Background: an optimization exercise with open tools, aiming at small area and a short achievable clock period. Do not read the settings as production practice.
Only simulation tests tie the RTL to the original design; equivalence was not proved.
Power is estimated from default activity; no workload was simulated.

## 07-23
Design arrmul, start of the top module:
module arrmul (
  input  logic         clk,
  input  logic         reset,
  input  logic [0:127] reg_A,
  input  logic [0:127] reg_B,
  input  logic [0:1]   ctrl_ww,
  input  logic [0:4]   alu_op,
  output logic [0:127] result
);
Size: roughly 3300 cells after synthesis.
Settings: LEC_CHECK=0, CAP_MARGIN=20, CORE_MARGIN=2, CORE_UTILIZATION=40, SLEW_MARGIN=20, SYNTH_HIERARCHICAL=1; clock period 15.0 ns.
standard.sh (not shown) runs the stock make flow with config.mk's settings and CLKGATE_MAP_FILE= SYNTH_SCRIPT=/design/flow/synth_recipe.tcl, a recipe that flattens the netlist after the stock synthesis.
==> flow/flow/run.sh <==
#!/bin/bash
# Standard ORFS layout with extra make settings from flow/make_args.txt (one VAR=value per
# line): the port buffers' cell and timing-repair margins. make's full output goes to make.log.
set -euo pipefail
args=()
while IFS= read -r line; do
  [[ -z "$line" || "$line" == \#* ]] && continue
  args+=("$line")
done < flow/make_args.txt
bash standard.sh "${args[@]}" finish > make.log 2>&1
==> flow/flow/make_args.txt <==
BUFFER_PORTS_ARGS=-buffer_cell sky130_fd_sc_hd__buf_1
SETUP_SLACK_MARGIN=5
### 07-23 -> 04-16
diff --git a/flow/design.v b/flow/design.v
--- a/flow/design.v
+++ b/flow/design.v
@@ -27,35 +27,43 @@
 );
   assign s = a ^ b;
   assign co = a & b;
 endmodule
 module mul16_lane (
   input  logic [31:0] xa,
   input  logic [31:0] xb,
-  input  logic        sel_e,     
-  input  logic        sel_o,     
-  input  logic        sel_e16,   
-  input  logic        sel_e8,    
-  input  logic        sel_o16,   
-  input  logic        sel_o8,    
-  input  logic        sv,        
-  input  logic        w16,       
+  input  logic [0:1]  ctrl_ww,
+  input  logic [0:4]  alu_op,
   output logic [31:0] p
 );
-  logic s8, s16;
+  logic mul, w8, w16, odd, sgn, valid, sv, s8, s16;
+  logic sel_e, sel_o, sel_e16, sel_e8, sel_o16, sel_o8;
+  assign mul = alu_op[0:2] == 3'b100;   
+  assign w8 = ctrl_ww == 2'd0;
+  assign w16 = ctrl_ww == 2'd1;
+  assign sgn = alu_op[3];
+  assign odd = alu_op[4];
+  assign sel_e = ~odd;
+  assign sel_o = odd;
+  assign sel_e16 = ~odd & ctrl_ww[1];
+  assign sel_e8 = ~odd & ~ctrl_ww[1];
+  assign sel_o16 = odd & ctrl_ww[1];
+  assign sel_o8 = odd & ~ctrl_ww[1];
+  assign valid = mul & (w8 | w16);
+  assign sv = mul & sgn & (w8 | w16);
+  assign s8 = mul & sgn & w8;
+  assign s16 = mul & sgn & w16;
   logic [15:0] a, b, ag, bg;
   logic [31:0] x, y, sum;
-  assign s8 = sv & ~w16;
-  assign s16 = sv & w16;
   assign a[15:8] = ({8{sel_e}} & xa[31:24]) | ({8{sel_o16}} & xa[15:8]) | ({8{sel_o8}} & xa[23:16]);
   assign a[7:0] = ({8{sel_o}} & xa[7:0]) | ({8{sel_e16}} & xa[23:16]) | ({8{sel_e8}} & xa[15:8]);
-  assign b[15:8] = ({8{sel_e}} & xb[31:24]) | ({8{sel_o16}} & xb[15:8]) | ({8{sel_o8}} & xb[23:16]);
-  assign b[7:0] = ({8{sel_o}} & xb[7:0]) | ({8{sel_e16}} & xb[23:16]) | ({8{sel_e8}} & xb[15:8]);
+  assign b[15:8] = {8{valid}} & (({8{sel_e}} & xb[31:24]) | ({8{sel_o16}} & xb[15:8]) | ({8{sel_o8}} & xb[23:16]));
+  assign b[7:0] = {8{valid}} & (({8{sel_o}} & xb[7:0]) | ({8{sel_e16}} & xb[23:16]) | ({8{sel_e8}} & xb[15:8]));
   assign ag = {8'h00, ({8{sel_o16}} & xa[7:0]) | ({8{sel_e16}} & xa[23:16])};
-  assign bg = {8'h00, ({8{sel_o16}} & xb[7:0]) | ({8{sel_e16}} & xb[23:16])};
+  assign bg = {8'h00, {8{valid}} & (({8{sel_o16}} & xb[7:0]) | ({8{sel_e16}} & xb[23:16]))};
   logic pp1, pp2, pp3, pp4, pp5, pp6, pp7, pp8, pp9, pp10, pp11, pp12, pp13, pp14, pp15, pp16;
   logic pp17, pp18, pp19, pp20, pp21, pp22, pp23, pp24, pp25, pp26, pp27, pp28, pp29, pp30, pp31, pp32;
   logic pp33, pp34, pp35, pp36, pp37, pp38, pp39, pp40, pp41, pp42, pp43, pp44, pp45, pp46, pp47, pp48;
   logic pp49, pp50, pp51, pp52, pp53, pp54, pp55, pp56, pp57, pp58, pp59, pp60, pp61, pp62, pp63, pp64;
   logic pp65, pp66, pp67, pp68, pp69, pp70, pp71, pp72, pp73, pp74, pp75, pp76, pp77, pp78, pp79, pp80;
   logic pp81, pp82, pp83, pp84, pp85, pp86, pp87, pp88, pp89, pp90, pp91, pp92, pp93, pp94, pp95, pp96;
   logic pp97, pp98, pp99, pp100, pp101, pp102, pp103, pp104, pp105, pp106, pp107, pp108, pp109, pp110, pp111, pp112;
@@ -823,33 +831,19 @@
   input  logic         reset,
   input  logic [0:127] reg_A,
   input  logic [0:127] reg_B,
   input  logic [0:1]   ctrl_ww,
   input  logic [0:4]   alu_op,
   output logic [0:127] result
 );
-  logic        odd, sv, is16, valid;
-  logic        sel_e, sel_o, sel_e16, sel_e8, sel_o16, sel_o8;
   logic [31:0] prod [4];
   logic [0:127] nxt;
-  assign valid = arrmul_pkg::is_wmul(alu_op) && (ctrl_ww == arrmul_pkg::w8 || ctrl_ww == arrmul_pkg::w16);
-  assign odd = alu_op == arrmul_pkg::aluwmulou || alu_op == arrmul_pkg::aluwmulos;
-  assign sv = valid && (alu_op == arrmul_pkg::aluwmules || alu_op == arrmul_pkg::aluwmulos);
-  assign is16 = ctrl_ww == arrmul_pkg::w16;
-  assign sel_e = valid & ~odd;
-  assign sel_o = valid & odd;
-  assign sel_e16 = sel_e & is16;
-  assign sel_e8 = sel_e & ~is16;
-  assign sel_o16 = sel_o & is16;
-  assign sel_o8 = sel_o & ~is16;
   for (genvar k = 0; k < 4; k++) begin : g_lane
     mul16_lane u_mul (
-      .xa(reg_A[32*k +: 32]), .xb(reg_B[32*k +: 32]),
-      .sel_e(sel_e), .sel_o(sel_o), .sel_e16(sel_e16), .sel_e8(sel_e8), .sel_o16(sel_o16), .sel_o8(sel_o8),
-      .sv(sv), .w16(is16), .p(prod[k])
+      .xa(reg_A[32*k +: 32]), .xb(reg_B[32*k +: 32]), .ctrl_ww(ctrl_ww), .alu_op(alu_op), .p(prod[k])
     );
   end
   assign nxt = {prod[0], prod[1], prod[2], prod[3]};
   always_ff @(posedge clk or negedge reset) begin
     if (!reset) result <= '0;
     else result <= nxt;
   end
==> results.txt <==
Row first-pass GRT wire length: 04-16 higher / 07-23 lower
Going from 07-23 to 04-16, die footprint increased about 4%; largest stage delay on the critical path now sits lower; highest clock rate now larger; share of total power in combinational logic increased by 18 points relative to the old numbers.
Taking 07-23 as the reference point, the proportion of power drawn by the clock network of 04-16 falls by 8.6 points.
04-16 gives less sequential portion of the cell area than 07-23 did.

==> afterwards: timing with drivers on the ports <==
The flow's constraints put no driver on any port. The routed layouts listed below were extracted and timed again, unchanged, in two steps.
Step 1 sets driving cells, clkbuf_16 on the clock port and buf_2 on the other inputs (assumed; they add their load-dependent delay and slew).
Step 2 moves the port delays by t, midway between the first and last clock arrival at a register: inputs arrive t later, outputs are due t later. That takes back most of the time a late clock gives input paths.
a / b / c = no drivers / after step 1 / after step 2; a / b = the first two.
| run | t (ns) | slack for setup (ns) | worst hold slack (ns) | slew at the worst register clock pin (ns) | pins driven straight from the clock port |
|---|---|---|---|---|---|
| 07-23 | 0.559 | 5.195 / 5.245 / 4.686 | 2.491 / 2.451 / 3.010 | 0.08 / 0.08 | 1 |
| 04-16 | 0.565 | 5.255 / 5.294 / 4.729 | 2.504 / 2.467 / 3.032 | 0.08 / 0.08 | 1 |
After both steps setup and hold are still met in every run listed. The setup slack of 04-16, which loses most, moves by +0.039 ns with the drivers and by -0.526 ns with both steps.
